What follows belongs to an exercise in optimizing a design on an open flow for small area, a short achievable clock period and few clock cycles per item; a production flow would make more cautious choices.
RTL that was checked went through simulation tests only; none was proved equivalent to the original.

== job 1805 ==
==> flow/design.v (excerpt) <==
module adc_calibrate_deadzone_detect #(
  parameter int SAMPLE_BITS = adcd_pkg::SAMPLE_BITS
) (
  input  logic                           clk_i,
  input  logic                           rst_ni,
  input  logic                           cfg_we_i,
  input  logic [adcd_pkg::CFG_IDX_W-1:0] cfg_idx_i,
  input  logic [SAMPLE_BITS-1:0]         cfg_data_i,
  input  logic                           in_valid_i,
  output logic                           in_stall_o,
  input  logic [SAMPLE_BITS-1:0]         sample_ch0_i,
  input  logic [SAMPLE_BITS-1:0]         sample_ch1_i,
  input  logic [SAMPLE_BITS-1:0]         sample_ch2_i,
  input  logic [SAMPLE_BITS-1:0]         sample_ch3_i,
  output logic                           out_valid_o,
  input  logic                           out_stall_i,
  output logic [SAMPLE_BITS-1:0]         scaled_ch0_o,
  output logic [SAMPLE_BITS-1:0]         scaled_ch1_o,
  output logic [SAMPLE_BITS-1:0]         scaled_ch2_o,
  output logic [SAMPLE_BITS-1:0]         scaled_ch3_o,
  output logic                           active_o,
  output logic                           neutral_event_o
);
clock: 6.0 ns
lec_check: 0
cap_margin: 20
core_margin: 2
core_utilization: 50
setup_slack_margin: 3.6
slew_margin: 20
tns_end_percent: 5
run.sh (not shown) runs the stock make flow with config.mk's settings and CLKGATE_MAP_FILE= SYNTH_SCRIPT=/design/flow/synth_recipe.tcl, a recipe that flattens the netlist after the stock synthesis.
Job 1805 completed end to end with timing, DRC and antenna clean.
Inputs modified between job 1805 and job 5687:
# job 1805
export LEC_CHECK = 0
export CAP_MARGIN = 20
export CORE_MARGIN = 2
export CORE_UTILIZATION = 50
export SETUP_SLACK_MARGIN = 3.6
export SLEW_MARGIN = 20
export TNS_END_PERCENT = 5
create_clock -name core_clock -period 6.0 [get_ports {clk_i}]
# job 5687
export LEC_CHECK = 0
export CAP_MARGIN = 20
export CORE_MARGIN = 2
export CORE_UTILIZATION = 50
export SETUP_SLACK_MARGIN = 3.3
export SLEW_MARGIN = 20
create_clock -name core_clock -period 6.0 [get_ports {clk_i}]
Findings:
- Job 5687 against job 1805: post-layout utilization of the core increased 4.7 points, length of the first detailed-routing pass in iterations increased 1.
No functional check of the RTL was part of any run of this note.

---

adc_calibrate_deadzone_detect, a different RTL version from the one above (not shown whole).
For scale: ~6,800 cells after synthesis, roughly 910 flip-flops, ~73,000 µm² of cells after synthesis.
Settings: LEC_CHECK=0, CAP_MARGIN=20, CORE_MARGIN=2, CORE_UTILIZATION=50, SETUP_SLACK_MARGIN=3.3, SLEW_MARGIN=20, TNS_END_PERCENT=10; clock period 6.0 ns.
standard.sh (not shown) runs the stock make flow with config.mk's settings and CLKGATE_MAP_FILE= SYNTH_SCRIPT=/design/flow/synth_recipe.tcl, a recipe that flattens the netlist after the stock synthesis.
==> flow/flow/run.sh <==
#!/bin/bash
# The standard layout (the standard.sh, every step unchanged), except that
# buffer_ports uses buf_2 for the port buffers instead of the resizer's default
# pick (a delay cell). The make run's full output goes to flow.log here; ORFS
# keeps each step's own log under orfs/logs.
set -euo pipefail
export BUFFER_PORTS_ARGS="-buffer_cell sky130_fd_sc_hd__buf_2"
bash standard.sh > flow.log 2>&1
The starting point went through all stages and came out clean.
Testbench counts at the start, summed over its fixed seeds: cycles 5,120, items 4,096.
Rerun with:
==> flow/run.sh (new file) <==
#!/bin/bash
# synth_recipe.tcl (not shown) runs the flow's synth.tcl, then flattens the netlist and writes it again
# the make line also repeats each setting of config.mk as NAME=value (left out here)
make -C /OpenROAD-flow-scripts/flow DESIGN_CONFIG=/design/flow/config.mk WORK_HOME=/design/flow/orfs CLKGATE_MAP_FILE= SYNTH_SCRIPT=/design/flow/synth_recipe.tcl finish
CAP_MARGIN = 5   (was 20)
CTS_BUF_LIST = sky130_fd_sc_hd__clkbuf_8   (was unset)
SLEW_MARGIN = 5   (was 20)
removed: flow/flow/run.sh
removed: flow/standard.sh
The new run ran to the end with no violations.
Utilization increases by 0.53 points.
Fmax increases by a few percent.
Routed wire length stays flat.
Sequential share of layout area decreases by 0.26 points.

---

Another version of the RTL of adc_calibrate_deadzone_detect (not shown whole).
For scale: roughly 6900 cells after synthesis, ~870 flip-flops, ~120 I/O pins, about 69000 sq um of cells after synthesis.
clock: 6.0 ns
lec_check: 0
cap_margin: 5
core_margin: 2
core_utilization: 50
cts_buf_list: sky130_fd_sc_hd__clkbuf_8
setup_slack_margin: 2.8
slew_margin: 5
tns_end_percent: 5
==> flow/flow/run.sh <==
#!/bin/bash
# The standard layout (the standard.sh, every step unchanged), except that
# buffer_ports uses buf_2 for the port buffers instead of the resizer's default
# pick (a delay cell). The make run's full output goes to flow.log here; ORFS
# keeps each step's own log under orfs/logs.
set -euo pipefail
export BUFFER_PORTS_ARGS="-buffer_cell sky130_fd_sc_hd__buf_2"
bash standard.sh > flow.log 2>&1
The baseline completed with no timing, DRC or antenna violations.
Testbench counts at the start, summed over its fixed seeds: cycles 5,120, items 4,096.
Next try:
Settings changed: SETUP_SLACK_MARGIN 2.8 to 3.2, TNS_END_PERCENT 5 to 1.
The changed run finished with timing, DRC and antenna clean.
Utilization grows by 1.2 points.
Design area grows by 2.2%.
Non-clock buffer count grows by 87.
Setup slack gets better by 0.19 ns.
Synthesized cell count does not change.
Die area does not change.
Sequential share of layout area shrinks by 0.54 points.
Count of clock-buffer cells in the layout is unchanged.
Next try:
Settings changed: CTS_BUF_LIST sky130_fd_sc_hd__clkbuf_8 to sky130_fd_sc_hd__clkbuf_4, CTS_CLUSTER_SIZE set to 20, SETUP_SLACK_MARGIN 3.2 to 3.0, TNS_END_PERCENT 1 to 5.
Outcome: Via count went up by 0.47%; worst setup slack gets worse by 0.32 ns; die area is unchanged; wire length went down by 0.79%; synthesized area is unchanged; register-to-register slack gets worse by 0.30 ns; final cell count went up by 0.99%.

---

Starting RTL as in the previous note.
clock: 6.0 ns
lec_check: 0
cap_margin: 5
core_margin: 2
core_utilization: 58
cts_buf_list: sky130_fd_sc_hd__clkbuf_8
place_density: 0.68
setup_slack_margin: 3.3
slew_margin: 5
tns_end_percent: 10
Scripts as last shown in full above: flow/flow/run.sh
Testbench counts at the start, summed over its fixed seeds: cycles 5,120, items 4,096.
Next try:
- CORE_UTILIZATION: 58 -> 50
- PLACE_DENSITY: 0.68 -> not set
- SETUP_SLACK_MARGIN: 3.3 -> 3.0
- TNS_END_PERCENT: 10 -> 5
Effect: The new run finished clean; wire length fell slightly; register-to-register slack is better by 50 ps; worst setup slack is better by 50 ps; non-clock buffer count fell by 157; final area fell by a few percent; sequential cell count stays the same; maximum frequency rose slightly; via count fell by a few percent.
Next try:
- SETUP_SLACK_MARGIN: 3.0 -> 3.2
Effect:
- final cell count grows slightly
- register-to-register slack hardly moves
- design area came out higher slightly
- worst setup slack is worse by 6.1 ps
- hold slack improved by 19 ps
- core utilization rose by 0.64 points
Next try:
- SETUP_SLACK_MARGIN: 3.2 -> 3.3
- TNS_END_PERCENT: 5 -> 10
Final area goes up by 2.8%.
Clock skew goes up by 5.0 ps.
Count of clock-buffer cells in the layout stays the same.
Cell count goes up by 1.6%.
Via count goes up by 2.2%.
Area after synthesis does not change.
Sequential cell count is unchanged.
Sequential share of layout area goes down by 0.70 points.
Non-clock buffer count goes up by 142.
Next try:
- TNS_END_PERCENT: 10 -> 30
- cell area is higher by a few percent
- synthesized cell count is unchanged
- flip-flop and latch count is unchanged
- die area stays the same
- critical path depth is lower by 8
- worst setup slack gets worse by 13 ps
- routed wire length is higher by a few percent

---

run a:
RTL: one of the versions met above, not the one the previous note started from.
Size: ~8000 cells after synthesis, ~1200 flip-flops, about 82000 sq um of cells after synthesis.
==> flow/config.mk <==
export PLATFORM = sky130hd
export DESIGN_NAME = adc_calibrate_deadzone_detect
export DESIGN_NICKNAME = adc_calibrate_deadzone_detect
export VERILOG_FILES = /design/flow/design.v
export SDC_FILE = /design/flow/constraint.sdc
export NUM_CORES = 4
export LEC_CHECK = 0
export CAP_MARGIN = 20
export CORE_MARGIN = 2
export CORE_UTILIZATION = 50
export SLEW_MARGIN = 20
==> flow/constraint.sdc <==
create_clock -name core_clock -period 6.0 [get_ports {clk_i}]
set_input_delay 1.2000 -clock core_clock [delete_from_list [all_inputs] [get_ports {clk_i}]]
set_output_delay 1.2000 -clock core_clock [all_outputs]
set_load 0.01 [all_outputs]
run.sh (not shown) runs the stock make flow with config.mk's settings and CLKGATE_MAP_FILE= SYNTH_SCRIPT=/design/flow/synth_recipe.tcl, a recipe that flattens the netlist after the stock synthesis.
Stock flow here: none of the scripts above is used.
Run a: all stages complete, timing, DRC and antenna checks passed
diff inputs: run a => run b
--- a/flow/config.mk
+++ b/flow/config.mk
@@ -10,0 +11 @@
+export SETUP_SLACK_MARGIN = 3.3
@@ -11,0 +13 @@
+export TNS_END_PERCENT = 10
Notes after the runs:
- NOTE number of buffers inserted during clock tree synthesis run a->run b increased slightly
- For run a, the startpoint of the worst setup timing path was max_q[1], unlike run b, where it was g_lane[3].u_lane.g_pos[3].g_reg.nq_r[10].
- Run b: critical path depth higher than run a
- Routed metal-1 wire length for run b: 0.78% up relative to run a
- Area growth from synthesis to layout, run b and run a: larger value in run b
- Compared with run a, in run b number of filler instances in the final layout down about 4.6%, global-route met3 utilization now larger, count of buffers not belonging to the clock network in the layout higher, maximum frequency +about 25%.
No run of this note included a check of the RTL's function; only the layout flow was run.

-- separate check: timing with driven ports --
No port has a modelled driver above. Below, the same layouts with a new extraction and two added sets of constraints.
Step 1 sets driving cells, clkbuf_16 on the clock port and buf_2 on the other inputs (assumed; they add their load-dependent delay and slew).
Step 2, shift: input delay + t, output delay - t, t = (earliest + latest rising clock arrival at the registers) / 2. This alone moves slack from input paths to output paths.
Slacks: ideal ports / drivers / drivers and shift; pairs: ideal ports / drivers.
| run | t, ns | setup slack, ns | hold WS [ns] | clock arrival spread, ns | worst data-port slew with drivers (ns) |
|---|---|---|---|---|---|
| job 1805 | 0.857 | 2.804 / 2.774 / 2.354 | 0.405 / 0.374 / 0.405 | 0.031 / 0.031 | 0.21 |
| job 5687 | 0.866 | 2.871 / 2.871 / 2.811 | 0.407 / 0.356 / 0.407 | 0.030 / 0.030 | 0.17 |
| the first run of note 2 | 0.824 | 2.861 / 2.861 / 2.206 | 0.390 / 0.390 / 0.390 | 0.038 / 0.038 | 0.25 |
| the second run of note 2 | 0.974 | 2.963 / 2.956 / 2.045 | 0.202 / 0.151 / 0.380 | 0.054 / 0.053 | 0.26 |
| the first run of note 3 | 0.986 | 2.663 / 2.589 / 1.969 | 0.277 / 0.227 / 0.395 | 0.059 / 0.058 | 0.20 |
| the second run of note 3 | 0.989 | 2.857 / 2.816 / 2.071 | 0.275 / 0.226 / 0.392 | 0.062 / 0.062 | 0.20 |
| the third run of note 3 | 1.312 | 2.539 / 2.462 / 1.974 | 0.154 / 0.099 / 0.377 | 0.138 / 0.137 | 0.22 |
| the first run of note 4 | 0.983 | 2.849 / 2.849 / 2.002 | 0.381 / 0.331 / 0.397 | 0.047 / 0.047 | 0.20 |
| the second run of note 4 | 0.993 | 2.899 / 2.827 / 2.068 | 0.262 / 0.211 / 0.390 | 0.062 / 0.062 | 0.21 |
| the third run of note 4 | 0.983 | 2.893 / 2.827 / 2.100 | 0.280 / 0.230 / 0.391 | 0.055 / 0.056 | 0.20 |
| the fourth run of note 4 | 0.976 | 2.887 / 2.845 / 2.233 | 0.282 / 0.232 / 0.390 | 0.063 / 0.063 | 0.21 |
| the fifth run of note 4 | 0.988 | 2.874 / 2.799 / 2.242 | 0.268 / 0.217 / 0.392 | 0.068 / 0.067 | 0.21 |
| run a | 0.851 | 1.993 / 1.993 / 1.993 | 0.406 / 0.393 / 0.406 | 0.033 / 0.033 | 0.18 |
| run b | 0.857 | 2.794 / 2.777 / 2.328 | 0.401 / 0.373 / 0.401 | 0.032 / 0.032 | 0.21 |
After both steps setup and hold are still met in every run listed. The setup slack of the second run of note 2, which loses most, moves by -0.007 ns with the drivers and by -0.918 ns with both steps.
